Context: an optimization exercise on an open-source flow, tuned for small area and a short achievable clock period. The choices shown serve that exercise and are no tape-out recipe.
At most, simulation tests tie the RTL to the original design; equivalence was not proved.
No activity file was given, so power comes from the tool's default toggle rates.

== the previous run ==
==> flow/design.v <==
package spi_ram_pkg;
  localparam int MEM_DEPTH_DEF = 256;
  localparam int ADDR_SIZE_DEF = 8;
  typedef enum logic [1:0] {
    OP_WR_ADDR = 2'b00,
    OP_WR_DATA = 2'b01,
    OP_RD_ADDR = 2'b10,
    OP_RD_DATA = 2'b11
  } opcode_e;
  typedef enum logic [1:0] {
    ST_NONE  = 2'b00,
    ST_WR_OK = 2'b01,
    ST_RD_OK = 2'b10,
    ST_BOTH  = 2'b11
  } seq_state_e;
endpackage
module spi_ram_array (
  input  logic        clk,
  input  logic        we_i,
  input  logic [15:0] wsel_hi_i,
  input  logic [15:0] wsel_lo_i,
  input  logic [7:0]  wdata_i,
  input  logic [15:0] rsel_lo_i,
  output logic [127:0] grp_o
);
  logic [7:0]  mem_q [256];
  logic [15:0] we_hi;
  assign we_hi = wsel_hi_i & {16{we_i}};
  always_ff @(posedge clk) begin
    for (int r = 0; r < 256; r++) begin
      if (we_hi[r/16] && wsel_lo_i[r%16]) mem_q[r] <= wdata_i;
    end
  end
  always_comb begin
    for (int h = 0; h < 16; h++) begin
      grp_o[h*8 +: 8] = '0;
      for (int l = 0; l < 16; l++) grp_o[h*8 +: 8] = grp_o[h*8 +: 8] | (mem_q[h*16+l] & {8{rsel_lo_i[l]}});
    end
  end
endmodule
module spi_ram_ctrl (
  input  logic       clk,
  input  logic       rst_n,
  input  logic [9:0] din,
  input  logic       rx_valid,
  output logic [7:0] dout,
  output logic       tx_valid,
  output logic       cmd_err
);
  logic live_q, wr_ok_q, rd_ok_q, tx_valid_q, cmd_err_q;
  logic [15:0] wsel_hi_q, wsel_lo_q, rsel_hi_q, rsel_lo_q, rsel_lo_d;
  logic [15:0] din_hi_oh, din_lo_oh;
  logic [127:0] grp_d, grp_q;
  logic [7:0] rd_grp, rd_byte, pdat_q, pdat2_q, dout_q;
  logic pend_q, same_q, same_d, pend_same, hit1_q, hit2_q;
  logic accept, ld_ra_any, ld_wa, ld_ra, wr_cmd, rd_cmd, do_wr, do_rd, bad_cmd;
  assign accept  = rx_valid && live_q;
  assign ld_wa   = accept && din[9:8] == spi_ram_pkg::OP_WR_ADDR;
  assign ld_ra   = accept && din[9:8] == spi_ram_pkg::OP_RD_ADDR;
  assign wr_cmd  = accept && din[9:8] == spi_ram_pkg::OP_WR_DATA;
  assign rd_cmd  = accept && din[9:8] == spi_ram_pkg::OP_RD_DATA;
  assign do_wr   = wr_cmd && wr_ok_q;
  assign do_rd   = rd_cmd && rd_ok_q;
  assign bad_cmd = (wr_cmd && !wr_ok_q) || (rd_cmd && !rd_ok_q);
  always_comb begin
    for (int i = 0; i < 16; i++) begin
      din_hi_oh[i] = din[7:4] == 4'(i);
      din_lo_oh[i] = din[3:0] == 4'(i);
    end
  end
  always_comb begin
    pend_same = same_q;
    if (ld_ra) pend_same = |(din_hi_oh & wsel_hi_q) && |(din_lo_oh & wsel_lo_q);
    same_d = pend_same;
    if (ld_wa) same_d = |(din_hi_oh & rsel_hi_q) && |(din_lo_oh & rsel_lo_q);
  end
  assign ld_ra_any = rx_valid && din[9:8] == spi_ram_pkg::OP_RD_ADDR;
  assign rsel_lo_d = ld_ra_any ? din_lo_oh : rsel_lo_q;
  always_ff @(posedge clk) begin
    if (ld_wa) begin
      wsel_hi_q <= din_hi_oh;
      wsel_lo_q <= din_lo_oh;
    end
    pend_q  <= do_wr;
    pdat_q  <= din[7:0];
    pdat2_q <= pdat_q;
    hit1_q  <= do_wr && same_q;
    hit2_q  <= pend_q && pend_same;
    grp_q   <= grp_d;
  end
  always_ff @(posedge clk or negedge rst_n) begin
    if (!rst_n) begin
      live_q     <= 1'b0;
      wr_ok_q    <= 1'b0;
      rd_ok_q    <= 1'b0;
      tx_valid_q <= 1'b0;
      cmd_err_q  <= 1'b0;
      rsel_hi_q  <= '0;
      rsel_lo_q  <= '0;
      same_q     <= 1'b0;
      dout_q     <= 8'h00;
    end else begin
      live_q     <= 1'b1;
      wr_ok_q    <= wr_ok_q || ld_wa;
      rd_ok_q    <= rd_ok_q || ld_ra;
      tx_valid_q <= do_rd;
      cmd_err_q  <= bad_cmd;
      if (ld_ra) begin
        rsel_hi_q <= din_hi_oh;
        rsel_lo_q <= din_lo_oh;
      end
      same_q     <= same_d;
      if (do_rd) dout_q <= rd_byte;
    end
  end
  spi_ram_array u_array (
    .clk      (clk),
    .we_i     (pend_q),
    .wsel_hi_i(wsel_hi_q),
    .wsel_lo_i(wsel_lo_q),
    .wdata_i  (pdat_q),
    .rsel_lo_i(rsel_lo_d),
    .grp_o    (grp_d)
  );
  always_comb begin
    rd_grp = '0;
    for (int h = 0; h < 16; h++) rd_grp = rd_grp | (grp_q[h*8 +: 8] & {8{rsel_hi_q[h]}});
  end
  assign rd_byte = hit1_q ? pdat_q : hit2_q ? pdat2_q : rd_grp;
  assign dout     = dout_q;
  assign tx_valid = tx_valid_q;
  assign cmd_err  = cmd_err_q;
endmodule
==> flow/config.mk <==
export PLATFORM = sky130hd
export DESIGN_NAME = spi_ram_ctrl
export DESIGN_NICKNAME = spi_ram_ctrl
export VERILOG_FILES = /design/flow/design.v
export SDC_FILE = /design/flow/constraint.sdc
export NUM_CORES = 4
export LEC_CHECK = 0
export ABC_CLOCK_PERIOD_IN_PS = 2200
export CAP_MARGIN = 20
export CORE_MARGIN = 2
export CORE_UTILIZATION = 50
export CTS_CLUSTER_DIAMETER = 80
export CTS_CLUSTER_SIZE = 30
export SETUP_SLACK_MARGIN = 1.9
export SLEW_MARGIN = 20
export TNS_END_PERCENT = 20
==> flow/constraint.sdc <==
create_clock -name core_clock -period 4.4 [get_ports {clk}]
set_input_delay 0.8800 -clock core_clock [delete_from_list [all_inputs] [get_ports {clk}]]
set_output_delay 0.8800 -clock core_clock [all_outputs]
set_load 0.01 [all_outputs]
run.sh (not shown) runs the stock make flow with config.mk's settings and CLKGATE_MAP_FILE= SYNTH_SCRIPT=/design/flow/synth_recipe.tcl, a recipe that flattens the netlist after the stock synthesis.
Relative to the previous run, the following input files were edited for the current run:
--- a/flow/design.v
+++ b/flow/design.v
@@ -48,14 +48,14 @@
   output logic       cmd_err
 );
   logic live_q, wr_ok_q, rd_ok_q, tx_valid_q, cmd_err_q;
   logic [15:0] wsel_hi_q, wsel_lo_q, rsel_hi_q, rsel_lo_q, rsel_lo_d;
   logic [15:0] din_hi_oh, din_lo_oh;
   logic [127:0] grp_d, grp_q;
-  logic [7:0] rd_grp, rd_byte, pdat_q, pdat2_q, dout_q;
-  logic pend_q, same_q, same_d, pend_same, hit1_q, hit2_q;
+  logic [7:0] rd_grp, rd_byte, byp_q, dout_q;
+  logic same_q, same_d, byp_hit_q;
   logic accept, ld_ra_any, ld_wa, ld_ra, wr_cmd, rd_cmd, do_wr, do_rd, bad_cmd;
   assign accept  = rx_valid && live_q;
   assign ld_wa   = accept && din[9:8] == spi_ram_pkg::OP_WR_ADDR;
   assign ld_ra   = accept && din[9:8] == spi_ram_pkg::OP_RD_ADDR;
   assign wr_cmd  = accept && din[9:8] == spi_ram_pkg::OP_WR_DATA;
   assign rd_cmd  = accept && din[9:8] == spi_ram_pkg::OP_RD_DATA;
@@ -66,68 +66,65 @@
     for (int i = 0; i < 16; i++) begin
       din_hi_oh[i] = din[7:4] == 4'(i);
       din_lo_oh[i] = din[3:0] == 4'(i);
     end
   end
   always_comb begin
-    pend_same = same_q;
-    if (ld_ra) pend_same = |(din_hi_oh & wsel_hi_q) && |(din_lo_oh & wsel_lo_q);
-    same_d = pend_same;
+    same_d = same_q;
     if (ld_wa) same_d = |(din_hi_oh & rsel_hi_q) && |(din_lo_oh & rsel_lo_q);
+    if (ld_ra) same_d = |(din_hi_oh & wsel_hi_q) && |(din_lo_oh & wsel_lo_q);
   end
   assign ld_ra_any = rx_valid && din[9:8] == spi_ram_pkg::OP_RD_ADDR;
   assign rsel_lo_d = ld_ra_any ? din_lo_oh : rsel_lo_q;
   always_ff @(posedge clk) begin
-    if (ld_wa) begin
-      wsel_hi_q <= din_hi_oh;
-      wsel_lo_q <= din_lo_oh;
-    end
-    pend_q  <= do_wr;
-    pdat_q  <= din[7:0];
-    pdat2_q <= pdat_q;
-    hit1_q  <= do_wr && same_q;
-    hit2_q  <= pend_q && pend_same;
-    grp_q   <= grp_d;
+    byp_q <= din[7:0];
+    grp_q <= grp_d;
   end
   always_ff @(posedge clk or negedge rst_n) begin
     if (!rst_n) begin
       live_q     <= 1'b0;
       wr_ok_q    <= 1'b0;
       rd_ok_q    <= 1'b0;
       tx_valid_q <= 1'b0;
       cmd_err_q  <= 1'b0;
+      wsel_hi_q  <= '0;
+      wsel_lo_q  <= '0;
       rsel_hi_q  <= '0;
       rsel_lo_q  <= '0;
       same_q     <= 1'b0;
+      byp_hit_q  <= 1'b0;
       dout_q     <= 8'h00;
     end else begin
       live_q     <= 1'b1;
       wr_ok_q    <= wr_ok_q || ld_wa;
       rd_ok_q    <= rd_ok_q || ld_ra;
       tx_valid_q <= do_rd;
       cmd_err_q  <= bad_cmd;
-      if (ld_ra) begin
-        rsel_hi_q <= din_hi_oh;
-        rsel_lo_q <= din_lo_oh;
+      if (ld_wa) begin
+        wsel_hi_q <= din_hi_oh;
+        wsel_lo_q <= din_lo_oh;
       end
+      if (ld_ra) rsel_hi_q <= din_hi_oh;
+      if (ld_ra) rsel_lo_q <= din_lo_oh;
       same_q     <= same_d;
+      byp_hit_q  <= do_wr && same_q;
       if (do_rd) dout_q <= rd_byte;
     end
   end
   spi_ram_array u_array (
     .clk      (clk),
-    .we_i     (pend_q),
+    .we_i     (do_wr),
     .wsel_hi_i(wsel_hi_q),
     .wsel_lo_i(wsel_lo_q),
-    .wdata_i  (pdat_q),
+    .wdata_i  (din[7:0]),
     .rsel_lo_i(rsel_lo_d),
     .grp_o    (grp_d)
   );
   always_comb begin
     rd_grp = '0;
     for (int h = 0; h < 16; h++) rd_grp = rd_grp | (grp_q[h*8 +: 8] & {8{rsel_hi_q[h]}});
   end
-  assign rd_byte = hit1_q ? pdat_q : hit2_q ? pdat2_q : rd_grp;
+  assign rd_byte = byp_hit_q ? byp_q : rd_grp;
   assign dout     = dout_q;
   assign tx_valid = tx_valid_q;
   assign cmd_err  = cmd_err_q;
 endmodule
--- outcome ---
In the final reports, the cell area of the current run is smaller than that of the previous run.
Per the comparison of the current run with the previous run, fmax went down by 2.0%, global-route wire length before repair ~0 delta, fraction of area in clock buffers and inverters rose 0.28 points, area used by multi-input combinational logic was more or less identical, final worst setup slack went down.
The previous run → the current run: layout overhead on the synthesized area barely changed, portion of total power attributed to the clock network grew by 0.7 points, share of total power in combinational logic was more or less identical, global-route usage closely matched the old numbers, area of the mapped netlist has decreased.
Any difference in final cell count between the current run and the previous run is small enough to ignore.
The RTL of the current run was laid out without a check of its function.

[separate check: timing with driven ports]
The results above use ideal ports. As a check the final layouts listed here were re-extracted and re-timed, cells and wires unchanged. Step 1 (the two cells are an assumption about what drives the block):
set clk [get_ports {clk}]
set_driving_cell -lib_cell sky130_fd_sc_hd__clkbuf_16 $clk
set_driving_cell -lib_cell sky130_fd_sc_hd__buf_2 [delete_from_list [all_inputs] $clk]
Step 2 moves the port delays by t, midway between the first and last clock arrival at a register: inputs arrive t later, outputs are due t later. That takes back most of the time a late clock gives input paths. Slacks: ideal / step 1 / step 2; pairs: ideal / step 1.
run	t (ns)	setup WS [ns]	worst setup path after step 2
the previous run	0.847	1.777 / 1.777 / 1.006	input to register
the current run	0.865	1.725 / 1.725 / 0.928	input to register
After both steps every run listed still meets setup and hold. The setup slack of the current run, which loses most, moves by 0.000 ns with the drivers and by -0.797 ns with both steps.
